This is an optimization exercise on Yosys and OpenROAD, whose aim is small area, a short achievable clock period and few clock cycles per item, not a production implementation. Only simulation tests tie the RTL to the original design; equivalence was not proved. No activity file was given, so power comes from the tool's default toggle rates.

==> flow/run.sh <==
#!/bin/bash
# synth_recipe.tcl (not shown) runs the flow's synth.tcl, then flattens the netlist and writes it again
# the make line also repeats each setting of config.mk as NAME=value (left out here)
make -C /OpenROAD-flow-scripts/flow DESIGN_CONFIG=/design/flow/config.mk WORK_HOME=/design/flow/orfs CLKGATE_MAP_FILE= SYNTH_SCRIPT=/design/flow/synth_recipe.tcl finish
==> flow/config.mk <==
export PLATFORM = sky130hd
export DESIGN_NAME = dcache
export DESIGN_NICKNAME = dcache
export VERILOG_FILES = /design/flow/design.v
export SDC_FILE = /design/flow/constraint.sdc
export NUM_CORES = 4
export LEC_CHECK = 0
export CAP_MARGIN = 20
export CORE_MARGIN = 2
export CORE_UTILIZATION = 40
export SLEW_MARGIN = 20
==> flow/constraint.sdc <==
create_clock -name core_clock -period 8.5 [get_ports {clk}]
set_input_delay 1.7000 -clock core_clock [delete_from_list [all_inputs] [get_ports {clk}]]
set_output_delay 1.7000 -clock core_clock [all_outputs]
set_load 0.01 [all_outputs]
==> flow/design.v <==
module dcache #(
  parameter int LINES = 16,
  parameter int WORDS = 4
) (
  input  logic        clk,
  input  logic        reset,
  input  logic        read,
  input  logic        write,
  input  logic [31:0] address,
  input  logic [31:0] data_in,
  output logic [31:0] data_out,
  output logic        hit,
  output logic        done,
  output logic        busy,
  output logic        mem_req,
  output logic        mem_we,
  output logic [31:0] mem_addr,
  output logic [31:0] mem_wdata,
  input  logic [31:0] mem_rdata,
  input  logic        mem_ack
);
  localparam int IDX = $clog2(LINES);
  localparam int TW  = 28 - IDX;
  typedef enum logic [1:0] {IDLE, REFILL, WMEM} state_t;
  typedef struct packed {
    logic [31:2] addr;
    logic        whit;
  } req_t;
  state_t state, nxt;
  req_t   rq;
  logic [2:0] cnt;
  logic       fin;    
  logic [LINES-1:0]            valid;
  logic [TW-1:0]               tags [LINES];
  logic [WORDS-1:0][31:0]      data [LINES];
  logic [IDX-1:0] aidx, ridx;
  logic [TW-1:0]  atag, rtag;
  logic [1:0]     aoff, roff;
  logic           lhit, beat, unused_lsb;
  assign aidx = address[3+IDX:4];
  assign atag = address[31:4+IDX];
  assign aoff = address[3:2];
  assign ridx = rq.addr[3+IDX:4];
  assign rtag = rq.addr[31:4+IDX];
  assign roff = rq.addr[3:2];
  assign lhit = valid[aidx] && (tags[aidx] == atag);
  assign beat = (state == REFILL) && mem_req && mem_ack && !fin;
  assign busy = (state != IDLE);
  assign unused_lsb = ^address[1:0];
  always_ff @(posedge clk or posedge reset)
    if (reset) state <= IDLE;
    else       state <= nxt;
  always_comb begin
    nxt = state;
    case (state)
      IDLE:    if (write) nxt = WMEM;
               else if (read && !lhit) nxt = REFILL;
      REFILL:  if (fin) nxt = IDLE;
      WMEM:    if (fin) nxt = IDLE;
      default: nxt = IDLE;
    endcase
  end
  always_ff @(posedge clk or posedge reset) begin
    if (reset) begin
      data_out  <= '0;
      hit       <= 1'b0;
      done      <= 1'b0;
      mem_req   <= 1'b0;
      mem_we    <= 1'b0;
      mem_addr  <= '0;
      mem_wdata <= '0;
      valid     <= '0;
      cnt       <= '0;
      fin       <= 1'b0;
      rq        <= '0;
    end else begin
      done <= 1'b0;
      hit  <= 1'b0;
      case (state)
        IDLE: begin
          if (write) begin
            rq        <= {address[31:2], lhit};
            mem_req   <= 1'b1;
            mem_we    <= 1'b1;
            mem_addr  <= {address[31:2], 2'b00};
            mem_wdata <= data_in;
          end else if (read) begin
            rq <= {address[31:2], lhit};
            if (lhit) begin
              done     <= 1'b1;
              hit      <= 1'b1;
              data_out <= data[aidx][aoff];
            end else begin
              mem_req     <= 1'b1;
              mem_we      <= 1'b0;
              mem_addr    <= {address[31:4], 4'b0000};
              cnt         <= '0;
              valid[aidx] <= 1'b0;
            end
          end
        end
        REFILL: begin
          if (fin) begin
            fin <= 1'b0;
          end else if (beat) begin
            mem_req <= 1'b0;
            cnt     <= cnt + 3'd1;
            if (cnt == 3'd3) begin
              fin         <= 1'b1;
              valid[ridx] <= 1'b1;
              done        <= 1'b1;
              data_out    <= (roff == 2'd3) ? mem_rdata : data[ridx][roff];
            end
          end else if (!mem_req) begin
            mem_req  <= 1'b1;
            mem_addr <= {rq.addr[31:4], cnt[1:0], 2'b00};
          end
        end
        WMEM: begin
          if (fin) begin
            fin <= 1'b0;
          end else if (mem_req && mem_ack) begin
            mem_req <= 1'b0;
            fin     <= 1'b1;
            done    <= 1'b1;
            hit     <= rq.whit;
          end
        end
        default: ;
      endcase
    end
  end
  always_ff @(posedge clk) begin
    if (state == IDLE && write && lhit)
      data[aidx][aoff] <= data_in;
    if (beat) begin
      data[ridx][cnt[1:0]] <= mem_rdata;
      if (cnt == 3'd3) tags[ridx] <= rtag;
    end
  end
endmodule
==> results.yml, run 1 <==
routing:
  dr_total_vias: 61181
  detail-route-antenna-nets: 0
  post_drt_wl_per_cell_um: 36.8
  viasPerCell: 6.40
  dr.pass1.iters: 6
  wl_um: 352000
  route.detailed.drc: 0
  drt_iter0_drc: 7673
die:
  design.core.area_mm2: 0.285
  die_area_mm2: 0.291
  initial_core_util: 0.402
  num_rows: 196
  die_height_um: 539
  die_w_um: 539
  io_pins: 202
setup_path:
  setup.worst_path.start: "address[4]"
  startpoint_type: "primary input"
  cp_data_required_time_ns: 9.03
  worst_ep_arrival_time_ns: 6.82
  regToRegSetupSlack_ns: 3.47
  end_kind: "flip-flop"
  rr_startpoint: "tags[14][14]"
  crit_type: "primary input to flip-flop"
  crit_fanout: 68
clock_network:
  clk_pin_slew_ns: 0.06
  clk_latency_ns: 0.88
  ctsResizeCount: 0
  cts.htree.levels: 5
  cts.sinks: 2583
  cts_hold_buf: 0
  clock_path_buffers: 4
  cts_setup_buffers: 0
  numCtsBuffers: 279
  cts_tree: "built"
  clockRootBuffer: "clkbuf_16"
place:
  dp_hpwl_um: 205000
  post-place-ws_ns: 1.31
  gp_congestion: 0.868
  place_inst: 9057
  io_buffers: 197
cells_and_area:
  layout.cells.non_filler: 9566
  drive_gt1_frac: 0.352
  utilization: 0.459
  nNetsFinal: 5695
  area_delta_synth_final_pct: 14.3
synth:
  yosysSeqAreaShare: 0.671
  synth_cell_types: 79
  synth_ff_type: "edfxtp_1"
  synth-async-reset-ratio: 0.0585
  synth_area_mm2: 0.115
  synth_area_leader_cell: "edfxtp_1"
  synth_top_area_frac: 0.638
  synth_area_per_cell_um2: 21.6
  postSynthCellCount: 5299
  synth-seq-cells: 2583
  synth_area_leaders: "edfxtp_1, mux4_2, dfrtp_1"
  synth_edf_count: 2432
  yosys_warnings: 1
sta:
  finalCritPeriodShare: 0.739
  setup_slack_ns: 2.22
  tns_ns: 0
  timing.hold.ws_ns: 0.481
  finalSetupViolCount: 0
  relSlewSlack: 0.255
  min_period_ns: 6.28
  rsz0062_at_grt: "false"
  worstMarginPinSlew_ns: 1.12
  fmax_mhz: 159
  clock_skew_ns: 0.0750
  drv_slew: 0
  final-hold-violation-count: 0
grt:
  grt_start_max_net_pins: 123
  antenna_found_initial: 22
  grt_usage: 0.239
  grt_pass1_vias: 62144
  grt-ovfl-total: 0
  grt_pass1_wl_um: 489000
job:
  drv_cap: 0
run_status:
  status: "no timing/DRC/antenna violations"
power:
  p_per_area_mw_per_mm2: 274
  vdd_ir_drop_max_mv: 0.286
  power.leakage_nw: 41.6
min_path:
  hold_start: "mem_wdata[21]"
  hp-class: "flip-flop to flip-flop"
critical path: stages:
cell and delay (ns):
buf_8 0.54, buf_4 0.70, nor2_1 0.40, a22oi_1 0.42, a21oi_1 0.16, a211o_1 0.29
a21oi_1 0.18, nand3_1 0.36, nor3_4 0.48, a22oi_2 0.09, buf_4 0.29, nor2_4 0.70
buf_4 0.35
flip-flops by register name (all words and copies together), names as in the netlist:
signal and count:
fin 1, mem_addr 30, mem_wdata 32, data 2048
mem_req 1, valid 16, mem_we 1, cnt 3
done 1, state 2, tags 384, data_out 32
rq 31, hit 1
through the flow:
step           power, W  area [um2]
5_1_grt          0.0369      131000
3_5_place_dp     0.0242      122000
4_1_cts          0.0360      131000
2_1_floorplan    0.0209      115000
6_report         0.0358      131000
3_3_place_gp     0.0242      122000
final cells by class:
class,instances,area (um2)
antenna,15,37.5
clock buffer,379,7630
clock inverter,115,1040
fill,23581,154000
inverter,20,91.3
multi-input combinational,2306,36500
sequential,2583,76800
tap,3762,4710
timing repair buffer,386,4080
layout by cell type (no fill, tap or decap), drive strengths merged, types with 20 or more instances in the layout:
master	Yosys	routed
o22ai	41	41
a21oi	20	20
clkinv	2	86
edfxtp	2432	2432
a31oi	25	25
clkdlybuf4s50	0	192
nor2	104	104
mux4	1239	1239
mux2	119	119
mux2i	116	116
nand2	153	153
and3	23	23
nor3	29	29
a22o	135	135
o21ai	33	33
a21o	35	35
dfrtp	151	151
buf	159	194
inv	18	28
clkbuf	232	379
cell families after synthesis:
family / count (synthesis) / synth area share
flops: 2583 / 0.671
mux: 1474 / 0.267
buf+inv: 411 / 0.0156
simple gates: 407 / 0.0167
compound gates: 371 / 0.0250
xor+xnor: 34 / 0.00260
fa+ha+maj: 18 / 0.00197
other cells: 1 / 0.0000327
power by group:
group          switching, W  internal, W  total (W)
sequential         0.000674       0.0146     0.0153
clock               0.00505      0.00677     0.0118
combinational       0.00460      0.00415    0.00875
worst paths after layout:
| check | endpoint | depth (start not counted) |
|---|---|---|
| setup / recovery | data[12][90] | 13 |
| hold / removal | mem_wdata[21] | 2 |
| setup reg to reg | data[12][90] | 11 |
| hold reg to reg | mem_wdata[21] | 2 |
| max in group asynchronous | mem_wdata[26] | 3 |
| min in group asynchronous | mem_addr[8] | 2 |
synthesized netlist by cell type, types with 4 or more instances:
master    instances
nand3_1          17
a21o_1           35
inv_1            16
a22o_1          135
a32oi_1           5
a211oi_1          6
mux2i_1         116
nand3b_1          6
o31a_1            7
buf_6            17
and3_1           23
nor4_1            8
o32ai_1           5
buf_2            67
buf_1            65
edfxtp_1       2432
xnor2_1          15
mux2_4           60
nor2b_1          14
a21oi_1          19
o31ai_1           6
or3_1             9
and2_1            6
o32a_1            5
dfrtp_1         151
nor3_1           28
nor3b_1           4
nand4_1           5
nor2_1          103
a22oi_1          11
xor2_1           19
mux2_2           59
a22oi_2           4
nand2b_1         16
a41oi_1           4
mux4_2         1239
ha_1             18
clkbuf_1        232
o21ai_0          32
nand2_1         153
o22ai_1          41
a31oi_1          24
buf_4            10
metal layers:
| layer | vias to the layer above | track usage | routed length [um] |
|---|---|---|---|
| met5 | - | 0 | 43 |
| met4 | 8 | 0.0781 | 11500 |
| met3 | 582 | 0.0610 | 35600 |
| met2 | 3193 | 0.377 | 168000 |
| met1 | 33709 | 0.326 | 137000 |
| li1 | 23689 | - | - |
Testbench counts, summed over its fixed seeds: cycles 190,550, items 24,000.
==> inputs of run 2 (changes only) <==
==> flow/design.v (replaced) <==
module dcache #(
  parameter int LINES = 16,
  parameter int WORDS = 4
) (
  input  logic        clk,
  input  logic        reset,
  input  logic        read,
  input  logic        write,
  input  logic [31:0] address,
  input  logic [31:0] data_in,
  output logic [31:0] data_out,
  output logic        hit,
  output logic        done,
  output logic        busy,
  output logic        mem_req,
  output logic        mem_we,
  output logic [31:0] mem_addr,
  output logic [31:0] mem_wdata,
  input  logic [31:0] mem_rdata,
  input  logic        mem_ack
);
  localparam int IDX = $clog2(LINES);
  localparam int TW  = 28 - IDX;
  typedef enum logic [1:0] {IDLE = 2'b00, LOOK = 2'b01, REFILL = 2'b11, WMEM = 2'b10} state_t;
  state_t     state;
  logic [31:2] ma;       
  logic [1:0]  roff;     
  logic [1:0]  woff;     
  logic        wen;      
  logic [LINES-1:0]       valid;
  logic [TW-1:0]          tags [LINES];
  logic [WORDS-1:0][31:0] data [LINES];
  logic [IDX-1:0] ridx;
  logic [TW-1:0]  rtag;
  logic           lhit, last, unused_lsb;
  logic [31:0]    wdata;
  assign ridx = ma[3+IDX:4];
  assign rtag = ma[31:4+IDX];
  logic [LINES-1:0]       lsel;
  logic [WORDS-1:0]       wsel;
  logic [TW-1:0]          tsel;
  logic [31:0]            rword;
  logic                   vsel;
  always_comb begin
    lsel = '0;
    lsel[ridx] = 1'b1;
    wsel = '0;
    wsel[ma[3:2]] = 1'b1;
    tsel = '0;
    rword = '0;
    vsel = 1'b0;
    for (int i = 0; i < LINES; i++) begin
      tsel = tsel | ({TW{lsel[i]}} & tags[i]);
      vsel = vsel | (lsel[i] & valid[i]);
      for (int w = 0; w < WORDS; w++)
        rword = rword | ({32{lsel[i] & wsel[w]}} & data[i][w]);
    end
  end
  assign lhit = vsel && (tsel == rtag);
  assign last = (ma[3:2] == roff);
  assign busy = (state != IDLE);
  assign mem_addr = {ma, 2'b00};
  assign wdata = mem_we ? mem_wdata : data_out;
  assign unused_lsb = ^address[1:0];
  always_ff @(posedge clk or posedge reset) begin
    if (reset) begin
      state   <= IDLE;
      done    <= 1'b0;
      hit     <= 1'b0;
      mem_req <= 1'b0;
      wen     <= 1'b0;
      valid   <= '0;
    end else begin
      done <= 1'b0;
      wen  <= 1'b0;
      case (state)
        IDLE: begin
          hit <= 1'b0;
          if (write) begin
            state   <= WMEM;
            mem_req <= 1'b1;
          end else if (read) begin
            state <= LOOK;
          end
        end
        LOOK: begin
          hit <= lhit;
          if (lhit) begin
            done  <= 1'b1;
            state <= IDLE;
          end else begin
            mem_req <= 1'b1;
            state   <= REFILL;
          end
        end
        REFILL: begin
          valid[ridx] <= 1'b1;
          wen <= mem_ack;
          if (mem_ack && last) begin
            mem_req <= 1'b0;
            done    <= 1'b1;
            state   <= IDLE;
          end
        end
        WMEM: begin
          hit <= lhit;
          wen <= lhit;
          if (mem_ack) begin
            mem_req <= 1'b0;
            done    <= 1'b1;
            state   <= IDLE;
          end
        end
        default: state <= IDLE;
      endcase
    end
  end
  always_ff @(posedge clk) begin
    woff <= ma[3:2];
    case (state)
      IDLE: begin
        ma        <= address[31:2];
        roff      <= address[3:2];
        mem_we    <= write;
        mem_wdata <= data_in;
      end
      LOOK: begin
        data_out <= rword;
        ma[3:2]  <= ma[3:2] + 2'd1;
      end
      REFILL: begin
        data_out <= mem_rdata;
        if (mem_ack) ma[3:2] <= ma[3:2] + 2'd1;
      end
      default: ;
    endcase
  end
  always_ff @(posedge clk) begin
    if (wen) data[ridx][woff] <= wdata;
    if (state == REFILL) tags[ridx] <= rtag;
  end
endmodule
==> run 2 against run 1 <==
Net effect:
- first-iteration DRC count is 85% higher
- flip-flop and latch count down 30
- non-clock buffer count grew 94
- count of clock-buffer cells in the layout is 38 lower
- setup slack improved by 0.43 ns
- maximum frequency rose by 7.4%
- synthesized area is 16% lower
- die area down 16%
- final cell count decreased by 2.8%
- total power fell by 0.40%
- clock skew is 0.0059 ns higher
- synthesized cell count up 4.7%
- critical path type is now flip-flop to flip-flop
- largest cell class unchanged
==> results.yml, run 2 <==
sta:
  fmax_mhz: 171
  drv_slew: 0
  tns_ns: 0
  worstMarginPinSlew_ns: 1.31
  relSlewSlack: 0.128
  final-hold-violation-count: 0
  finalSetupViolCount: 0
  min_period_ns: 5.85
  clock_skew_ns: 0.0809
  rsz0062_at_grt: "false"
  finalCritPeriodShare: 0.688
min_path:
  whs_path_depth: 1
  hold_start: "valid[15]"
  hp-class: "flip-flop to flip-flop"
  hold_end: "valid[15]"
clock_network:
  clockRootBuffer: "clkbuf_16"
  clk_latency_ns: 0.94
  cts_setup_buffers: 0
  clk_pin_slew_ns: 0.06
  cts.sinks: 2553
  ctsResizeCount: 0
  cts_tree: "built"
  cts.htree.levels: 5
  clock_path_buffers: 4
  numCtsBuffers: 277
  cts_hold_buf: 0
setup_path:
  cp_data_required_time_ns: 9.19
  crit_type: "flip-flop to flip-flop"
  end_kind: "flip-flop"
  startpoint_type: "flip-flop"
  timing.rr.end: "data_out[18]"
  cpMostUsedCell: "buf_4"
  cp_cell_sequence: "buf_4 > inv_1 > ha_4 > nor2_1 > o21ai_1 > a21oi_2 > and2_2 > buf_4 > a22o_1 > a221oi_1 > nand2_1 > nor4_1 > a2bb2oi_1"
  worst_ep_arrival_time_ns: 6.54
  crit_fanout: 27
  slowest_stage: "a21oi_2"
  rr_startpoint: "ma[4]"
  regToRegSetupSlack_ns: 2.65
  slowest_delay_ns: 1.10
  setup.worst_path.start: "ma[4]"
  rr_worst_depth: 13
synth:
  postSynthCellCount: 5549
  synth_cell_types: 93
  synth-async-reset-ratio: 0.00862
  ys_top_cells_by_count: "edfxtp_1, a22oi_1, nand2_1, clkbuf_1, nor2_1"
  synth_ff_type: "edfxtp_1"
  yosys_warnings: 1
  synth_top_area_frac: 0.790
  synth-seq-cells: 2553
  synth_edf_count: 2529
  synth_area_mm2: 0.0961
  synth_area_leader_cell: "edfxtp_1"
  synth_area_per_cell_um2: 17.3
  synth_most_common_cell: "edfxtp_1"
  yosysSeqAreaShare: 0.796
  synth_area_leaders: "edfxtp_1, a22oi_1, a22o_1"
cells_and_area:
  area_delta_synth_final_pct: 16.8
  final_common_cell: "edfxtp_1"
  layout_common_cells: "edfxtp_1, a22oi_1, nand2_1, clkbuf_16, buf_4"
  largest_registers: "data (2048), tags (384)"
  utilization: 0.471
  nNetsFinal: 6047
  drive_gt1_frac: 0.158
  largest-register: "data"
  largest_register_ffs: 2048
  num-fill-cells: 20053
die:
  initial_core_util: 0.403
  die_w_um: 494
  die_height_um: 494
  io_pins: 202
  num_rows: 179
  die_area_mm2: 0.244
  design.core.area_mm2: 0.238
routing:
  wl_um: 410000
  viasPerCell: 7.07
  dr.pass1.iters: 9
  dr_total_vias: 65756
  post_drt_wl_per_cell_um: 44.1
  drt_iter0_drc: 14183
  route.detailed.drc: 0
  detail-route-antenna-nets: 0
run_status:
  status: "no timing/DRC/antenna violations"
power:
  p_per_area_mw_per_mm2: 318
  power.total_w: 0.0357
  power.leakage_nw: 35.9
  vdd_ir_drop_max_mv: 0.222
grt:
  grt_usage: 0.328
  grt_pass1_vias: 61107
  grt_pass1_wl_um: 540000
  grt-ovfl-total: 0
  grt_start_max_net_pins: 57
  antenna_found_initial: 25
job:
  drv_cap: 0
place:
  dp_hpwl_um: 222000
  gp_congestion: 0.914
  io_buffers: 197
[run 2: changes by cell type after synthesis, sizes merged, moves of 43 or more]
cell	change
edfxtp	+97
mux2	-92
mux4	-1230
a21oi	+50
a222oi	+127
dfrtp	-129
a221o	+54
and2	+43
nand4	+151
a221oi	+142
a22oi	+449
nand3	+121
nor2	+144
nand2	+209
[run 2: cell families after synthesis]
logic type               synth area share
other                           0.0000390
buffers and inverters              0.0177
XOR/XNOR                          0.00210
flip-flops                          0.796
AO/OA/AOI/OAI                       0.109
multiplexers                       0.0137
adder cells (fa/ha/maj)           0.00195
AND/OR/NAND/NOR                    0.0586
[run 2: layer usage]
layer / track usage / part of all wire / wire [um] / vias up
met5: 0.00822 / 0.00092 / 377 / -
met4: 0.194 / 0.074 / 30300 / 29
met3: 0.140 / 0.18 / 73200 / 1783
met2: 0.469 / 0.42 / 171000 / 7230
met1: 0.414 / 0.33 / 135000 / 32964
li1: - / - / - / 23750
[run 2: per-stage QoR]
stage	hold WS, ns	cells	area [um2]	setup slack (ns)
2_1_floorplan	0.424	5550	96100	4.33
3_3_place_gp	0.438	8801	103000	2.93
3_5_place_dp	0.445	8808	103000	2.93
4_1_cts	0.459	9272	112000	2.90
5_1_grt	0.473	9287	112000	2.62
6_report	0.456	9300	112000	2.65
[run 2: layout make-up]
type	instances	area (um2)	area share
clock inverters	123	1150	0.0102
repair buffers	480	4210	0.0375
inverters	21	83.8	0.000747
clock buffers	341	7330	0.0653
multi-input cells	2598	18900	0.168
diodes	17	42.5	0.000379
flip-flops and latches	2553	76500	0.682
well taps	3167	3960	0.0353
[run 2: report_power, final]
part / internal [W] / switching (W)
logic: 0.00203 / 0.00581
clock network: 0.00671 / 0.00495
registers: 0.0157 / 0.000517
total: 0.0244 / 0.0113
[run 2: how the worst max path moves through the flow]
stage / endpoint / cells past startpoint
global placement: data_out[12] / 12
CTS: data_out[18] / 13
floorplan: busy / 3
detailed placement: data_out[12] / 12
global route: mem_req / 15
finish: data_out[18] / 13
[run 2: worst max-delay path, delay by kind of cell, from the launching register on]
family / cells / cell delay [ns]
flops: 1 / 0.33
simple gates: 4 / 1.51
buf+inv: 3 / 1.15
fa+ha+maj: 1 / 0.34
compound gates: 5 / 2.24
Testbench counts of run 2, summed over its fixed seeds: cycles 159,747, items 24,000.
==> inputs of run 3 (changes only) <==
--- a/flow/config.mk
+++ b/flow/config.mk
@@ -9,3 +9,4 @@
 export CORE_MARGIN = 2
 export CORE_UTILIZATION = 40
+export SETUP_SLACK_MARGIN = 5
 export SLEW_MARGIN = 20
==> run 3 against run 2 <==
Net effect:
- register-to-register slack better by 1.6 ns
- clock skew barely moved
- die area is the same
- flip-flop and latch count unchanged
- maximum frequency rose by 36%
- sequential share of layout area shrank 4.6 points
- routed wire length rose by 10%
- global-route usage up 3.2 points
- final cell count rose by 5.7%
- synthesized cell count stayed put
- count of clock-buffer cells in the layout grew 2
==> results.yml, run 3 <==
run_status:
  status: "no timing/DRC/antenna violations"
cells_and_area:
  largest-register: "data"
  drive_gt1_frac: 0.254
  seq_area_mm2: 0.0765
  area_delta_synth_final_pct: 25.3
  multi_input_area_mm2: 0.0206
  layout_common_cells: "edfxtp_1, buf_4, a22oi_1, nand2_1, clkbuf_16"
  nNetsFinal: 6556
  largest_register_ffs: 2048
  num-fill-cells: 19260
  final_common_cell: "edfxtp_1"
  largest_registers: "data (2048), tags (384)"
sta:
  finalCritPeriodShare: 0.506
  finalSetupViolCount: 0
  worstMarginPinSlew_ns: 1.36
  setup_slack_ns: 4.20
  relSlewSlack: 0.0960
  rsz0062_at_grt: "true"
  final-hold-violation-count: 0
  min_period_ns: 4.30
  tns_ns: 0
  clock_skew_ns: 0.0811
  drv_slew: 0
  fmax_mhz: 232
routing:
  drt_iter0_drc: 16026
  dr.pass1.iters: 9
  wl_um: 452000
  viasPerCell: 7.27
  dr_total_vias: 71455
  post_drt_wl_per_cell_um: 46.0
  route.detailed.drc: 0
  detail-route-antenna-nets: 0
clock_network:
  clk_pin_slew_ns: 0.06
  numCtsBuffers: 281
  clk_latency_ns: 0.98
  cts.sinks: 2553
  cts_hold_buf: 0
  cts.htree.levels: 5
  cts_tree: "built"
  clock_path_buffers: 4
  clockRootBuffer: "clkbuf_16"
setup_path:
  worst_ep_arrival_time_ns: 5.03
  cp_data_required_time_ns: 9.23
  end_kind: "flip-flop"
  regToRegSetupSlack_ns: 4.20
  crit_type: "flip-flop to flip-flop"
  startpoint_type: "flip-flop"
  crit_fanout: 19
power:
  power.total_w: 0.0375
  power_switching_share: 0.324
  clock_power_share: 0.310
  seq_power_share: 0.424
  p_per_area_mw_per_mm2: 312
  vdd_ir_drop_max_mv: 0.350
  power.switching_w: 0.0122
  power.leakage_nw: 39.7
  comb_power_share: 0.266
  p_int_w: 0.0254
synth:
  yosysSeqAreaShare: 0.796
  yosys_warnings: 1
  synth_most_common_cell: "edfxtp_1"
  postSynthCellCount: 5549
  synth-seq-cells: 2553
  synth_area_leaders: "edfxtp_1, a22oi_1, a22o_1"
  synth_area_mm2: 0.0961
  synth_area_per_cell_um2: 17.3
  synth_top_area_frac: 0.790
  synth_area_leader_cell: "edfxtp_1"
  synth_edf_count: 2529
  synth_cell_types: 93
  synth-async-reset-ratio: 0.00862
  ys_top_cells_by_count: "edfxtp_1, a22oi_1, nand2_1, clkbuf_1, nor2_1"
  synth_ff_type: "edfxtp_1"
place:
  post-place-ws_ns: 2.73
  gp_congestion: 0.889
  dp_hpwl_um: 220000
  io_buffers: 197
grt:
  grt_pass1_wl_um: 586000
  grt_pass1_vias: 64452
  grt-ovfl-total: 0
  grt_usage: 0.360
  antenna_found_initial: 45
  grt_start_max_net_pins: 54
min_path:
  hp-class: "flip-flop to flip-flop"
die:
  die_height_um: 494
  num_rows: 179
  die_area_mm2: 0.244
  initial_core_util: 0.403
  io_pins: 202
  design.core.area_mm2: 0.238
  die_w_um: 494
job:
  drv_cap: 0
-- run 3: logic make-up after synthesis --
logic type,synth area share
buffers and inverters,0.0177
other,0.0000390
muxes,0.0137
AOI/OAI and AO/OA,0.109
xor gates and xnor gates,0.00210
and+or+nand+nor,0.0586
DFF,0.796
adders and majority gates,0.00195
-- run 3: power groups by stage --
stage	clock network (W)	logic [W]	registers [W]
after floorplan	0	0.00350	0.0163
after global placement	0	0.00724	0.0164
after detailed placement	0	0.00733	0.0164
after CTS	0.0115	0.00902	0.0159
after global routing	0.0120	0.00996	0.0159
final	0.0116	0.0100	0.0159
-- run 3: final cells by class --
| cell class | instances | share of cell area |
|---|---|---|
| sequential | 2553 | 0.636 |
| multi-input combinational | 2606 | 0.171 |
| timing repair buffer | 977 | 0.0888 |
| clock buffer | 343 | 0.0613 |
| tap | 3167 | 0.0329 |
| clock inverter | 110 | 0.00806 |
| antenna | 52 | 0.00108 |
| inverter | 21 | 0.000873 |
-- run 3: routing by layer --
layer,up-vias,wire (um),GRT usage
met3,2210,88800,0.190
met2,8872,180000,0.490
met1,35458,144000,0.448
met4,54,37400,0.217
met5,-,1060,0.0172
li1,24861,-,-
-- run 3: through the flow --
step	cells	cell area, um2	hold WS, ns	util
after floorplan	5550	96400	0.424	-
after global placement	8782	103000	0.437	0.433
after detailed placement	8785	103000	0.446	0.434
after CTS	9706	119000	0.457	0.498
after global routing	9791	120000	0.474	0.505
final	9829	120000	0.459	0.505
-- run 3: critical path: stages (launching register included) --
cell	delay (ns)
edfxtp_1	0.38
buf_6	0.16
buf_8	0.14
inv_8	0.06
ha_4	0.24
buf_12	0.15
or3b_4	0.15
buf_4	0.17
nand2_4	0.11
and3_2	0.26
buf_6	0.21
a221oi_2	0.30
nand3_1	0.15
nor4_2	0.27
nand4_1	0.85
o21a_1	0.37
-- run 3: worst paths after layout --
check	end	cells past startpoint	startpoint
max	data_out[6]	15	ma[5]
min	valid[4]	1	valid[4]
max reg2reg	data_out[6]	15	ma[5]
min reg2reg	valid[4]	1	valid[4]
max in group asynchronous	valid[13]	2	reset
min in group asynchronous	done	2	reset
-- run 3: what timing repair did --
action	in CTS	in global routing
pin swaps	175	124
resized for setup	667	149
buffers inserted	438	66
endpoints found under the setup margin	1733	339
cloned	30	2
==> inputs of run 4 (changes only) <==
--- a/flow/design.v
+++ b/flow/design.v
@@ -1,5 +1,6 @@
 module dcache #(
   parameter int LINES = 16,
-  parameter int WORDS = 4
+  parameter int WORDS = 4,
+  parameter int EK    = 4    
 ) (
   input  logic        clk,
@@ -28,4 +29,5 @@
   logic [1:0]  woff;     
   logic        wen;      
+  logic        wsrc;     
   logic [LINES-1:0]       valid;
   logic [TW-1:0]          tags [LINES];
@@ -37,33 +39,36 @@
   assign ridx = ma[3+IDX:4];
   assign rtag = ma[31:4+IDX];
-  logic [LINES-1:0]       lsel;
-  logic [WORDS-1:0]       wsel;
+  logic [LINES-1:0]       lsel;   
+  logic [WORDS-1:0]       wsel;   
   logic [TW-1:0]          tsel;
   logic [31:0]            rword;
+  logic [WORDS-1:0][31:0] rline;
   logic                   vsel;
   always_comb begin
-    lsel = '0;
-    lsel[ridx] = 1'b1;
-    wsel = '0;
-    wsel[ma[3:2]] = 1'b1;
     tsel = '0;
     rword = '0;
     vsel = 1'b0;
+    rline = '0;
     for (int i = 0; i < LINES; i++) begin
-      tsel = tsel | ({TW{lsel[i]}} & tags[i]);
-      vsel = vsel | (lsel[i] & valid[i]);
-      for (int w = 0; w < WORDS; w++)
-        rword = rword | ({32{lsel[i] & wsel[w]}} & data[i][w]);
+      tsel  = tsel | ({TW{lsel[i]}} & tags[i]);
+      vsel  = vsel | (lsel[i] & valid[i]);
+      rline = rline | ({WORDS*32{lsel[i]}} & data[i]);
     end
+    for (int w = 0; w < WORDS; w++)
+      rword = rword | ({32{wsel[w]}} & rline[w]);
   end
   assign lhit = vsel && (tsel == rtag);
+  logic [IDX-1:0] aidx;
+  logic           emiss;
+  assign aidx  = address[3+IDX:4];
+  assign emiss = !valid[aidx] || (tags[aidx][EK-1:0] != address[4+IDX+EK-1:4+IDX]);
   assign last = (ma[3:2] == roff);
-  assign busy = (state != IDLE);
   assign mem_addr = {ma, 2'b00};
-  assign wdata = mem_we ? mem_wdata : data_out;
+  assign wdata = wsrc ? mem_wdata : data_out;
   assign unused_lsb = ^address[1:0];
   always_ff @(posedge clk or posedge reset) begin
     if (reset) begin
       state   <= IDLE;
+      busy    <= 1'b0;
       done    <= 1'b0;
       hit     <= 1'b0;
@@ -77,9 +82,15 @@
         IDLE: begin
           hit <= 1'b0;
+          busy <= write | read;
           if (write) begin
             state   <= WMEM;
             mem_req <= 1'b1;
           end else if (read) begin
-            state <= LOOK;
+            if (emiss) begin
+              state   <= REFILL;
+              mem_req <= 1'b1;
+            end else begin
+              state <= LOOK;
+            end
           end
         end
@@ -88,4 +99,5 @@
           if (lhit) begin
             done  <= 1'b1;
+            busy  <= 1'b0;
             state <= IDLE;
           end else begin
@@ -98,4 +110,5 @@
           wen <= mem_ack;
           if (mem_ack && last) begin
+            busy    <= 1'b0;
             mem_req <= 1'b0;
             done    <= 1'b1;
@@ -107,4 +120,5 @@
           wen <= lhit;
           if (mem_ack) begin
+            busy    <= 1'b0;
             mem_req <= 1'b0;
             done    <= 1'b1;
@@ -118,17 +132,16 @@
   always_ff @(posedge clk) begin
     woff <= ma[3:2];
+    data_out <= (state == LOOK) ? rword : mem_rdata;
+    wsrc <= (state == WMEM);
     case (state)
       IDLE: begin
-        ma        <= address[31:2];
+        lsel      <= LINES'(1) << address[3+IDX:4];
+        wsel      <= WORDS'(1) << address[3:2];
+        ma        <= {address[31:4], write ? address[3:2] : address[3:2] + 2'd1};
         roff      <= address[3:2];
         mem_we    <= write;
         mem_wdata <= data_in;
       end
-      LOOK: begin
-        data_out <= rword;
-        ma[3:2]  <= ma[3:2] + 2'd1;
-      end
       REFILL: begin
-        data_out <= mem_rdata;
         if (mem_ack) ma[3:2] <= ma[3:2] + 2'd1;
       end
--- a/flow/config.mk
+++ b/flow/config.mk
@@ -9,4 +9,6 @@
 export CORE_MARGIN = 2
 export CORE_UTILIZATION = 40
+export CTS_CLUSTER_DIAMETER = 100
+export CTS_CLUSTER_SIZE = 20
 export SETUP_SLACK_MARGIN = 5
 export SLEW_MARGIN = 20
==> run 4 against run 3 <==
Net effect:
- clock skew fell by 0.033 ns
- register-to-register slack improved by 0.67 ns
- count of clock-buffer cells in the layout down 143
- final cell count fell by 16%
- non-clock buffer count shrank 559
- sequential power barely moved
- critical path depth fell by 8
- first-iteration DRC count decreased by 50%
- die area is 2.6% lower
- combinational power fell by 8%
- worst hold slack improved by 0.037 ns
- synthesized cell count fell by 11%
- critical path type unchanged
- critical endpoint is now data_out[2]
- largest power group unchanged
- highest routed layer unchanged
==> results.yml, run 4 <==
run_status:
  status: "no timing/DRC/antenna violations"
sta:
  finalSetupViolCount: 0
  clock_skew_ns: 0.0478
  worstMarginPinSlew_ns: 1.21
  rsz0062_at_grt: "true"
  tns_ns: 0
  finalCritPeriodShare: 0.427
  fmax_mhz: 276
  drv_slew: 0
  final-hold-violation-count: 0
  min_period_ns: 3.63
  relSlewSlack: 0.178
setup_path:
  startpoint_type: "flip-flop"
  slowest_stage: "a22oi_1"
  cp_data_required_time_ns: 9.19
  rr_worst_depth: 7
  critPathTopFamily: "compound AO/OA/AOI/OAI gates"
  end_kind: "flip-flop"
  timing.rr.end: "data_out[2]"
  path_buf_inv: 2
  rr_startpoint: "lsel[2]"
  regToRegSetupSlack_ns: 4.87
  cp_cell_sequence: "buf_12 > buf_4 > a22o_1 > a221oi_1 > nand4_1 > a22oi_1 > a41oi_1"
  crit_type: "flip-flop to flip-flop"
  worst_ep_arrival_time_ns: 4.32
  slowest_delay_ns: 0.92
  crit_fanout: 88
grt:
  antenna_found_initial: 7
  grt_pass1_vias: 51642
  grt_pass1_wl_um: 409000
  grt_usage: 0.246
  grt-ovfl-total: 0
  grt_start_max_net_pins: 101
cells_and_area:
  seq_area_mm2: 0.0769
  final_common_cell: "edfxtp_1"
  nNetsFinal: 5277
  area_delta_synth_final_pct: 12.3
  layout_common_cells: "edfxtp_1, a22o_1, a221oi_1, a22oi_1, buf_4"
  final_area_mm2: 0.105
  drive_gt1_frac: 0.105
  largest_register_ffs: 2048
  multi_input_area_mm2: 0.0162
  largest-register: "data"
  num-fill-cells: 19771
  largest_registers: "data (2048), tags (384)"
routing:
  post_drt_wl_per_cell_um: 36.0
  drt-met1-wl_um: 117000
  routed.top_layer: "met5"
  detail-route-antenna-nets: 0
  dr.pass1.iters: 8
  wl_um: 298000
  dr_total_vias: 53747
  route.detailed.drc: 0
  drt_iter0_drc: 8075
  met2WireLength_um: 137000
  viasPerCell: 6.49
  wl_met3_um: 32600
power:
  p_int_w: 0.0215
  vdd_ir_drop_max_mv: 0.402
  seq_power_share: 0.489
  p_per_area_mw_per_mm2: 312
  clock_power_share: 0.229
  comb_power_share: 0.282
  power.leakage_nw: 32.9
  power.switching_w: 0.0113
  power_switching_share: 0.345
  power.total_w: 0.0328
clock_network:
  clk_pin_slew_ns: 0.09
  cts_tree: "built"
  cts.sinks: 2575
  numCtsBuffers: 150
  clockRootBuffer: "clkbuf_16"
  clk_latency_ns: 0.86
  cts.htree.levels: 4
  clock_path_buffers: 3
die:
  initial_core_util: 0.402
  die_w_um: 488
  die_area_mm2: 0.238
  die_height_um: 488
  io_pins: 202
  num_rows: 177
  design.core.area_mm2: 0.233
synth:
  synth-seq-cells: 2575
  yosysSeqAreaShare: 0.821
  synth_area_leaders: "edfxtp_1, a221oi_1, a22o_1"
  synth_most_common_cell: "edfxtp_1"
  synth_top_area_frac: 0.808
  synth-async-reset-ratio: 0.00893
  synth_edf_count: 2517
  ys_top_cells_by_count: "edfxtp_1, a221oi_1, a22o_1, a22oi_1, nor2_1"
  yosys_warnings: 1
  synth_area_mm2: 0.0936
  synth_cell_types: 53
  synth_ff_type: "edfxtp_1"
  synth_area_leader_cell: "edfxtp_1"
  postSynthCellCount: 4924
  synth_area_per_cell_um2: 19.0
min_path:
  hold_end: "valid[5]"
  hp-class: "flip-flop to flip-flop"
  whs_path_depth: 1
  hold_start: "valid[5]"
job:
  drv_cap: 0
place:
  dp_hpwl_um: 145000
  io_buffers: 197
  placed_area_mm2: 0.100
  gp_congestion: 0.785
[run 4: how the worst max path moves through the flow]
stage / start / to / slack, ns / depth (start not counted)
2_1_floorplan: address[5] / mem_req / 4.67 / 8
3_3_place_gp: address[4] / mem_req / 3.63 / 10
3_5_place_dp: address[4] / mem_req / 3.68 / 10
4_1_cts: ma[21] / mem_addr[21] / 4.98 / 1
5_1_grt: address[7] / mem_req / 4.95 / 9
6_report: lsel[2] / data_out[2] / 4.87 / 7
[run 4: metal layers]
layer,vias to the layer above,global-route usage
met1,28509,0.342
met5,-,0
met4,8,0.0924
li1,21347,-
met3,455,0.0484
met2,3428,0.384
[run 4: layout make-up]
type / count / share of cell area
clock buffer: 200 / 0.0381
timing repair buffer: 418 / 0.0369
clock inverter: 23 / 0.00326
inverter: 10 / 0.000357
sequential: 2575 / 0.731
antenna: 4 / 0.0000952
multi-input combinational: 2009 / 0.154
tap: 3043 / 0.0362
[run 4: cell families (layout without fill, tap and decap cells)]
group	Yosys count	in the layout	share of synthesized area
flops	2575	2575	0.821
other cells	1	6	0.0000401
xor+xnor	36	36	0.00337
compound gates	1374	1374	0.123
simple gates	524	524	0.0270
mux	61	61	0.00989
fa+ha+maj	12	12	0.00160
buf+inv	341	651	0.0141
[run 4: worst reg2reg max path, delay by kind of cell, from the launching register on]
family,cells,cell delay [ns]
and+or+nand+nor,1,0.37
AOI/OAI and AO/OA,4,1.75
DFF,1,0.44
buffers and inverters,2,0.90
[run 4: power by group through the flow]
| stage | registers [W] | clock network (W) | logic (W) |
|---|---|---|---|
| final | 0.0160 | 0.00751 | 0.00923 |
| after global routing | 0.0161 | 0.00797 | 0.00951 |
| after CTS | 0.0160 | 0.00757 | 0.00903 |
| after detailed placement | 0.0165 | 0 | 0.00882 |
| after global placement | 0.0165 | 0 | 0.00868 |
| after floorplan | 0.0163 | 0 | 0.00440 |
[run 4: metrics by stage]
stage | worst slack (ns) | util | hold slack, ns | std cells
after global routing | 4.95 | 0.452 | 0.506 | 8278
after floorplan | 4.67 | - | 0.444 | 4925
final | 4.87 | 0.452 | 0.496 | 8282
after CTS | 4.98 | 0.451 | 0.494 | 8271
after global placement | 3.63 | 0.431 | 0.468 | 8008
after detailed placement | 3.68 | 0.431 | 0.475 | 8010
[run 4: timing repair]
action | in CTS | in global routing
gates cloned | 2 | 0
endpoints found under the setup margin | 85 | 17
pin swaps | 1 | 0
gates resized for setup | 91 | 12
endpoints found under the hold margin | 0 | 0
hold buffers | 0 | 0
buffers inserted | 36 | 3
Testbench counts of run 4, summed over its fixed seeds: cycles 150,257, items 24,000.
==> inputs of run 5 (changes only) <==
==> flow/flow/run.sh (new file) <==
#!/bin/bash
# The standard layout (standard.sh, unchanged synthesis and steps) with two
# settings passed through the environment:
#  - port buffers made from buf_4 cells instead of the resizer's default pick
#    (a slow clkdlybuf4s50_1 that later repair cannot resize across footprints);
set -o pipefail
export BUFFER_PORTS_ARGS="-buffer_cell sky130_fd_sc_hd__buf_4"
export SETUP_SLACK_MARGIN=5.4
bash standard.sh > standard.log 2>&1
==> flow/standard.sh (new file) <==
#!/bin/bash
# synth_recipe.tcl (not shown) runs the flow's synth.tcl, then flattens the netlist and writes it again
# the make line also repeats each setting of config.mk as NAME=value (left out here)
make -C /OpenROAD-flow-scripts/flow DESIGN_CONFIG=/design/flow/config.mk WORK_HOME=/design/flow/orfs CLKGATE_MAP_FILE= SYNTH_SCRIPT=/design/flow/synth_recipe.tcl "${@:-finish}"
--- a/flow/config.mk
+++ b/flow/config.mk
@@ -11,4 +11,3 @@
 export CTS_CLUSTER_DIAMETER = 100
 export CTS_CLUSTER_SIZE = 20
-export SETUP_SLACK_MARGIN = 5
 export SLEW_MARGIN = 20
removed: flow/run.sh
==> run 5 against run 4 <==
Net effect:
- largest power group unchanged
- final cell count grew 0.81%
- still clean
- clock power is essentially flat
- highest routed layer unchanged
- via count grew 1.2%
==> results.yml, run 5 <==
die:
  io_pins: 202
  initial_core_util: 0.402
  die_w_um: 488
  num_rows: 177
  design.core.area_mm2: 0.233
  die_height_um: 488
  die_area_mm2: 0.238
synth:
  synth_most_common_cell: "edfxtp_1"
  yosysSeqAreaShare: 0.821
  synth_area_leader_cell: "edfxtp_1"
  synth_edf_count: 2517
  synth_cell_types: 53
  synth_area_mm2: 0.0936
  ys_top_cells_by_count: "edfxtp_1, a221oi_1, a22o_1, a22oi_1, nor2_1"
  synth_area_leaders: "edfxtp_1, a221oi_1, a22o_1"
  synth-seq-cells: 2575
  postSynthCellCount: 4924
  synth_ff_type: "edfxtp_1"
  synth_area_per_cell_um2: 19.0
  synth_top_area_frac: 0.808
  synth-async-reset-ratio: 0.00893
  yosys_warnings: 1
setup_path:
  end_kind: "flip-flop"
  cp_data_required_time_ns: 9.15
  crit_type: "flip-flop to flip-flop"
  rr_worst_depth: 7
  startpoint_type: "flip-flop"
  crit_fanout: 65
  worst_ep_arrival_time_ns: 3.91
cells_and_area:
  area_delta_synth_final_pct: 13.3
  largest_registers: "data (2048), tags (384)"
  largest-register: "data"
  drive_gt1_frac: 0.160
  final_common_cell: "edfxtp_1"
  largest_register_ffs: 2048
  layout_common_cells: "edfxtp_1, a22o_1, a221oi_1, buf_4, a22oi_1"
  nNetsFinal: 5343
routing:
  route.detailed.drc: 0
  viasPerCell: 6.51
  dr_total_vias: 54384
  drt_iter0_drc: 8087
  wl_um: 307000
  dr.pass1.iters: 8
  detail-route-antenna-nets: 0
  post_drt_wl_per_cell_um: 36.7
clock_network:
  cts_hold_buf: 0
  cts_tree: "built"
  clk_latency_ns: 0.85
  clock_path_buffers: 3
  cts.htree.levels: 4
  numCtsBuffers: 150
  cts.sinks: 2575
  clockRootBuffer: "clkbuf_16"
  clk_pin_slew_ns: 0.08
sta:
  rsz0062_at_grt: "true"
  finalSetupViolCount: 0
  relSlewSlack: 0.185
  fmax_mhz: 307
  tns_ns: 0
  drv_slew: 0
  finalCritPeriodShare: 0.383
  worstMarginPinSlew_ns: 1.20
  min_period_ns: 3.26
  clock_skew_ns: 0.0477
  timing.hold.ws_ns: 0.496
  final-hold-violation-count: 0
power:
  power.leakage_nw: 33.5
  p_per_area_mw_per_mm2: 316
  vdd_ir_drop_max_mv: 0.314
place:
  io_buffers: 197
  dp_hpwl_um: 145000
  gp_congestion: 0.787
grt:
  antenna_found_initial: 9
  grt_pass1_wl_um: 414000
  grt-ovfl-total: 0
  grt_usage: 0.249
  grt_start_max_net_pins: 93
  grt_pass1_vias: 52306
job:
  drv_cap: 0
min_path:
  hp-class: "flip-flop to flip-flop"
  whs_path_depth: 1
run_status:
  status: "no timing/DRC/antenna violations"
## run 5: changes by cell type in the layout (fill, tap and decap cells not counted), moves of 8 or more
| cell | change |
|---|---|
| mux2i_4 | +10 |
| dfxtp_1 | -13 |
| clkdlybuf4s50_1 | -117 |
| buf_16 | +8 |
| a22oi_2 | +17 |
| dlygate4sd2_1 | -66 |
| buf_6 | +81 |
| clkbuf_16 | +8 |
| a22oi_1 | -17 |
| buf_4 | +164 |
| dlymetal6s2s_1 | -10 |
## run 5: cell families after synthesis
family / after synthesis / synth area share
buffers and inverters: 341 / 0.0141
and+or+nand+nor: 524 / 0.0270
adders and majority gates: 12 / 0.00160
muxes: 61 / 0.00989
xor gates and xnor gates: 36 / 0.00337
DFF: 2575 / 0.821
other: 1 / 0.0000401
AOI/OAI and AO/OA: 1374 / 0.123
## run 5: stage by stage
step	util	power, W	cells	setup slack [ns]	instance area (um2)
after floorplan	-	0.0207	4925	4.67	93600
after global placement	0.429	0.0252	8004	3.95	99800
after detailed placement	0.429	0.0253	8006	4.02	99800
after CTS	0.453	0.0330	8308	5.04	105000
after global routing	0.456	0.0343	8345	5.24	106000
final	0.456	0.0335	8349	5.24	106000
## run 5: what timing repair did
| item | CTS | global route |
|---|---|---|
| gates cloned | 3 | 9 |
| pin swaps | 6 | 10 |
| resized for setup | 125 | 64 |
| setup buffers | 77 | 24 |
| endpoints found under the setup margin | 825 | 1225 |
## run 5: worst paths after layout
check | from | to | slack, ns
worst max register to register | lsel[14] | data_out[11] | 5.24
worst min register to register | valid[5] | valid[5] | 0.50
worst min-delay path | valid[5] | valid[5] | 0.50
min in group asynchronous | reset | busy | 0.97
max in group asynchronous | reset | valid[7] | 7.07
worst max-delay path | lsel[14] | data_out[11] | 5.24
## run 5: metal layers
layer  share of wire  routed length (um)  GRT usage  vias up
met5         0.00025                  76          0        -
met4           0.041               12700     0.0920       12
met3            0.12               36100     0.0532      490
met2            0.46              142000      0.390     3605
met1            0.38              116000      0.343    28786
li1                -                   -          -    21491
## run 5: area by class of cell
type	instances	area, um2
tap	3043	3810
timing repair buffer	484	4540
multi-input combinational	2009	16400
clock buffer	203	4050
antenna	6	15.0
clock inverter	19	304
fill	19537	127000
sequential	2575	76900
inverter	10	37.5
## run 5: critical path: stages (launching register included)
cell and delay, ns:
edfxtp_1 0.51, buf_12 0.23, buf_4 0.53, a22o_1 0.27, a221oi_1 0.23, nand4_1 0.21, a22oi_2 0.56, a41oi_1 0.23
## run 5: where the power goes
group | internal (W) | switching [W]
Clock | 0.00339 | 0.00411
Sequential | 0.0158 | 0.000312
Combinational | 0.00268 | 0.00723
Total | 0.0219 | 0.0117
==> inputs of run 6 (changes only) <==
==> flow/design.v (replaced) <==
module dcache #(
  parameter int LINES = 16,
  parameter int WORDS = 4
) (
  input  logic        clk,
  input  logic        reset,
  input  logic        read,
  input  logic        write,
  input  logic [31:0] address,
  input  logic [31:0] data_in,
  output logic [31:0] data_out,
  output logic        hit,
  output logic        done,
  output logic        busy,
  output logic        mem_req,
  output logic        mem_we,
  output logic [31:0] mem_addr,
  output logic [31:0] mem_wdata,
  input  logic [31:0] mem_rdata,
  input  logic        mem_ack
);
  localparam int IDX = $clog2(LINES);
  localparam int TW  = 28 - IDX;
  typedef enum logic [1:0] {IDLE = 2'b00, REFILL = 2'b11, WMEM = 2'b10} state_t;
  state_t      state;
  logic [31:2] ma;
  logic [1:0]  roff, woff;
  logic        rwen;      
  logic [LINES-1:0]       valid;
  logic [TW-1:0]          tags [LINES];
  logic [WORDS-1:0][31:0] data [LINES];
  logic [IDX-1:0] aidx, ridx;
  logic [TW-1:0]  atag, rtag;
  logic [1:0]     aoff, wo;
  logic           lhit, last, we, byp, unused_lsb;
  logic [31:0]    wdata;
  assign aidx = address[3+IDX:4];
  assign atag = address[31:4+IDX];
  assign aoff = address[3:2];
  assign ridx = ma[3+IDX:4];
  assign rtag = ma[31:4+IDX];
  logic [LINES-1:0] lsel;
  logic [WORDS-1:0] wsel;
  logic [TW-1:0]    tsel;
  logic [31:0]      rword;
  logic             vsel;
  always_comb begin
    lsel = '0;
    lsel[aidx] = 1'b1;
    wsel = '0;
    wsel[aoff] = 1'b1;
    tsel = '0;
    rword = '0;
    vsel = 1'b0;
    for (int i = 0; i < LINES; i++) begin
      tsel = tsel | ({TW{lsel[i]}} & tags[i]);
      vsel = vsel | (lsel[i] & valid[i]);
      for (int w = 0; w < WORDS; w++)
        rword = rword | ({32{lsel[i] & wsel[w]}} & data[i][w]);
    end
  end
  assign lhit = vsel && (tsel == atag);
  assign last = (ma[3:2] == roff);
  assign busy = (state != IDLE);
  assign mem_addr = {ma, 2'b00};
  assign unused_lsb = ^address[1:0];
  assign byp = rwen && (aidx == ridx) && (aoff == woff);
  assign we = rwen || (state == WMEM && hit);
  assign wo = rwen ? woff : ma[3:2];
  assign wdata = rwen ? data_out : mem_wdata;
  always_ff @(posedge clk or posedge reset) begin
    if (reset) begin
      state   <= IDLE;
      done    <= 1'b0;
      hit     <= 1'b0;
      mem_req <= 1'b0;
      rwen    <= 1'b0;
      valid   <= '0;
    end else begin
      done <= 1'b0;
      rwen <= 1'b0;
      case (state)
        IDLE: begin
          hit <= lhit;
          if (write) begin
            state   <= WMEM;
            mem_req <= 1'b1;
          end else if (read) begin
            if (lhit) done <= 1'b1;
            else begin
              mem_req <= 1'b1;
              state   <= REFILL;
            end
          end
        end
        REFILL: begin
          valid[ridx] <= 1'b1;
          rwen <= mem_ack;
          if (mem_ack && last) begin
            mem_req <= 1'b0;
            done    <= 1'b1;
            state   <= IDLE;
          end
        end
        WMEM: begin
          if (mem_ack) begin
            mem_req <= 1'b0;
            done    <= 1'b1;
            state   <= IDLE;
          end
        end
        default: state <= IDLE;
      endcase
    end
  end
  always_ff @(posedge clk) begin
    woff <= ma[3:2];
    case (state)
      IDLE: begin
        ma        <= {address[31:4], write ? aoff : aoff + 2'd1};
        roff      <= address[3:2];
        mem_we    <= write;
        mem_wdata <= data_in;
        if (!byp) data_out <= rword;
      end
      REFILL: begin
        data_out <= mem_rdata;
        if (mem_ack) ma[3:2] <= ma[3:2] + 2'd1;
      end
      default: ;
    endcase
  end
  always_ff @(posedge clk) begin
    if (we) data[ridx][wo] <= wdata;
    if (state == REFILL) tags[ridx] <= rtag;
  end
endmodule
==> flow/run.sh (new file) <==
#!/bin/bash
# synth_recipe.tcl (not shown) runs the flow's synth.tcl, then flattens the netlist and writes it again
# the make line also repeats each setting of config.mk as NAME=value (left out here)
make -C /OpenROAD-flow-scripts/flow DESIGN_CONFIG=/design/flow/config.mk WORK_HOME=/design/flow/orfs CLKGATE_MAP_FILE= SYNTH_SCRIPT=/design/flow/synth_recipe.tcl finish
--- a/flow/config.mk
+++ b/flow/config.mk
@@ -9,5 +9,3 @@
 export CORE_MARGIN = 2
 export CORE_UTILIZATION = 40
-export CTS_CLUSTER_DIAMETER = 100
-export CTS_CLUSTER_SIZE = 20
 export SLEW_MARGIN = 20
removed: flow/flow/run.sh
removed: flow/standard.sh
==> run 6 against run 5 <==
Net effect:
- critical path depth increased by 7
- clock skew up 0.063 ns
- die area increased by 1.2%
- flip-flop and latch count down 22
- count of clock-buffer cells in the layout increased by 142
- design area grew 4.7%
- maximum frequency shrank 49%
- total power fell by 5.3%
- core utilization grew 1.6 points
- clock power rose by 52%
- critical endpoint is now data_out[12]
- largest cell class unchanged
- highest routed layer unchanged
==> results.yml, run 6 <==
routing:
  routed.top_layer: "met5"
  dr_total_vias: 64026
  route.detailed.drc: 0
  met2WireLength_um: 170000
  post_drt_wl_per_cell_um: 45.3
  drt-met1-wl_um: 138000
  drt_iter0_drc: 12680
  wl_um: 408000
  detail-route-antenna-nets: 0
  dr.pass1.iters: 8
  viasPerCell: 7.10
  wl_met3_um: 68400
setup_path:
  worst_ep_arrival_time_ns: 7.06
  end_kind: "flip-flop"
  crit_fanout: 15
  rr_startpoint: "rwen"
  crit_type: "primary input to flip-flop"
  rr_worst_depth: 8
  regToRegSetupSlack_ns: 3.69
  cp_data_required_time_ns: 9.14
  startpoint_type: "primary input"
  timing.rr.end: "data[10][102]"
grt:
  grt_start_max_net_pins: 46
  antenna_found_initial: 19
  grt_usage: 0.330
  grt_pass1_vias: 58903
  grt-ovfl-total: 0
  grt_pass1_wl_um: 536000
die:
  die_w_um: 491
  io_pins: 202
  initial_core_util: 0.402
  design.core.area_mm2: 0.235
  num_rows: 178
  die_area_mm2: 0.241
  die_height_um: 491
cells_and_area:
  largest-register: "data"
  largest_register_ffs: 2048
  utilization: 0.472
  area_delta_synth_final_pct: 17.2
  layout_common_cells: "edfxtp_1, a221oi_1, a22oi_1, a22o_1, clkbuf_16"
  final_common_cell: "edfxtp_1"
  nNetsFinal: 5763
  layout.cells.non_filler: 9012
  largest_registers: "data (2048), tags (384)"
  drive_gt1_frac: 0.161
synth:
  synth_area_per_cell_um2: 18.1
  synth_area_mm2: 0.0947
  synth_most_common_cell: "edfxtp_1"
  synth-async-reset-ratio: 0.00862
  synth_ff_type: "edfxtp_1"
  ys_top_cells_by_count: "edfxtp_1, a221oi_1, a22oi_1, a22o_1, nor2_1"
  synth_edf_count: 2529
  synth_area_leader_cell: "edfxtp_1"
  synth_area_leaders: "edfxtp_1, a221oi_1, a22o_1"
  postSynthCellCount: 5241
  yosys_warnings: 1
  synth-seq-cells: 2553
  yosysSeqAreaShare: 0.808
  synth_top_area_frac: 0.802
  synth_cell_types: 86
clock_network:
  numCtsBuffers: 279
  cts.htree.levels: 5
  cts_hold_buf: 0
  cts_setup_buffers: 0
  clockRootBuffer: "clkbuf_16"
  ctsResizeCount: 0
  clock_path_buffers: 4
  cts.sinks: 2553
  clk_pin_slew_ns: 0.06
  clk_latency_ns: 0.97
  cts_tree: "built"
sta:
  relSlewSlack: 0.117
  worstMarginPinSlew_ns: 1.32
  rsz0062_at_grt: "false"
  final-hold-violation-count: 0
  fmax_mhz: 156
  tns_ns: 0
  finalCritPeriodShare: 0.755
  drv_slew: 0
  clock_skew_ns: 0.110
  min_period_ns: 6.42
  finalSetupViolCount: 0
job:
  drv_cap: 0
min_path:
  hp-class: "flip-flop to flip-flop"
  whs_path_depth: 1
  hold_start: "valid[4]"
  hold_end: "valid[4]"
power:
  power.leakage_nw: 35.1
  vdd_ir_drop_max_mv: 0.238
  p_per_area_mw_per_mm2: 286
place:
  gp_congestion: 0.889
  place_inst: 8514
  io_buffers: 197
  dp_hpwl_um: 215000
run_status:
  status: "no timing/DRC/antenna violations"
run 6: cell families (layout without fill, tap and decap cells):
kind of cell	Yosys count	count (layout)	share of synthesized area
AOI/OAI and AO/OA	1327	1327	0.117
xor gates and xnor gates	29	29	0.00276
adders and majority gates	14	14	0.00185
buffers and inverters	385	986	0.0172
DFF	2553	2553	0.808
muxes	41	41	0.00441
other	1	21	0.0000396
and+or+nand+nor	891	891	0.0483
run 6: final cells by class:
type	instances	area [um2]
sequential	2553	76500
clock buffer	345	7350
fill	19610	124000
antenna	19	47.5
tap	3150	3940
multi-input combinational	2304	17600
clock inverter	131	962
inverter	20	77.6
timing repair buffer	490	4530
run 6: per-layer routing:
metal	GRT usage	vias to the layer above
met5	0.00675	-
met4	0.199	16
met3	0.128	1686
met2	0.473	6767
met1	0.422	32560
li1	-	22997
run 6: worst max-delay path by stage:
stage | cells past startpoint | endpoint | startpoint | slack, ns
floorplan | 9 | data_out[0] | address[7] | 2.93
global placement | 16 | state[0] | address[5] | 1.35
detailed placement | 15 | state[0] | address[5] | 1.30
CTS | 15 | state[0] | address[5] | 2.26
global route | 16 | state[0] | address[5] | 1.99
finish | 14 | data_out[12] | address[5] | 2.08
run 6: power breakdown:
part	switching [W]	internal (W)	total (W)	leakage, nW
combinational	0.00331	0.000966	0.00427	7.46
clock	0.00493	0.00650	0.0114	4.05
sequential	0.000437	0.0156	0.0160	23.6
run 6: critical path, stage by stage:
cell,delay (ns)
clkdlybuf4s50_1,0.49
inv_1,0.09
buf_4,0.18
ha_1,0.62
or2b_2,0.30
o211ai_1,0.26
and3_1,0.65
and2_2,0.69
buf_12,0.33
a22o_1,0.22
a221oi_1,0.23
nand4_1,0.18
nor4_1,0.87
nor2_1,0.10
run 6: per-stage QoR:
step                      setup slack (ns)  instance area [um2]  hold slack, ns  total power (W)
after floorplan                       2.93                94700           0.428           0.0178
after global placement                1.35               102000           0.442           0.0202
after detailed placement              1.30               102000           0.446           0.0203
after CTS                             2.26               111000           0.459           0.0314
after global routing                  1.99               111000           0.480           0.0323
final                                 2.08               111000           0.461           0.0317
Testbench counts of run 6, summed over its fixed seeds: cycles 143,031, items 24,000.

==> re-timing with driven ports <==
How much do the figures lean on ideal ports? The routed layouts below were timed once more, with nothing changed but the port constraints. Step 1 (the two cells are an assumption about what drives the block):
set clk [get_ports {clk}]
set_driving_cell -lib_cell sky130_fd_sc_hd__clkbuf_16 $clk
set_driving_cell -lib_cell sky130_fd_sc_hd__buf_2 [delete_from_list [all_inputs] $clk]
Step 2 adds t to the input delays and takes it off the output delays; t is the mean of the earliest and latest rising clock arrival at the registers after step 1. Input paths then give back, and output paths get back, about the clock's delay inside the block. Slacks: ideal ports / drivers / drivers and shift; pairs: ideal ports / drivers.
| run | shift t [ns] | slack for setup (ns) | worst slew at a driven data input, ns |
|---|---|---|---|
| run 1 | 0.950 | 2.217 / 2.276 / 1.326 | 0.20 |
| run 2 | 1.005 | 2.648 / 2.648 / 2.648 | 0.10 |
| run 3 | 1.044 | 4.198 / 4.198 / 4.198 | 0.09 |
| run 4 | 0.939 | 4.871 / 4.871 / 4.122 | 0.14 |
| run 5 | 0.916 | 5.243 / 5.109 / 4.193 | 0.25 |
| run 6 | 1.002 | 2.082 / 2.144 / 1.142 | 0.22 |
After both steps setup and hold are still met in every run listed. The setup slack of run 5, which loses most, moves by -0.134 ns with the drivers and by -1.050 ns with both steps.
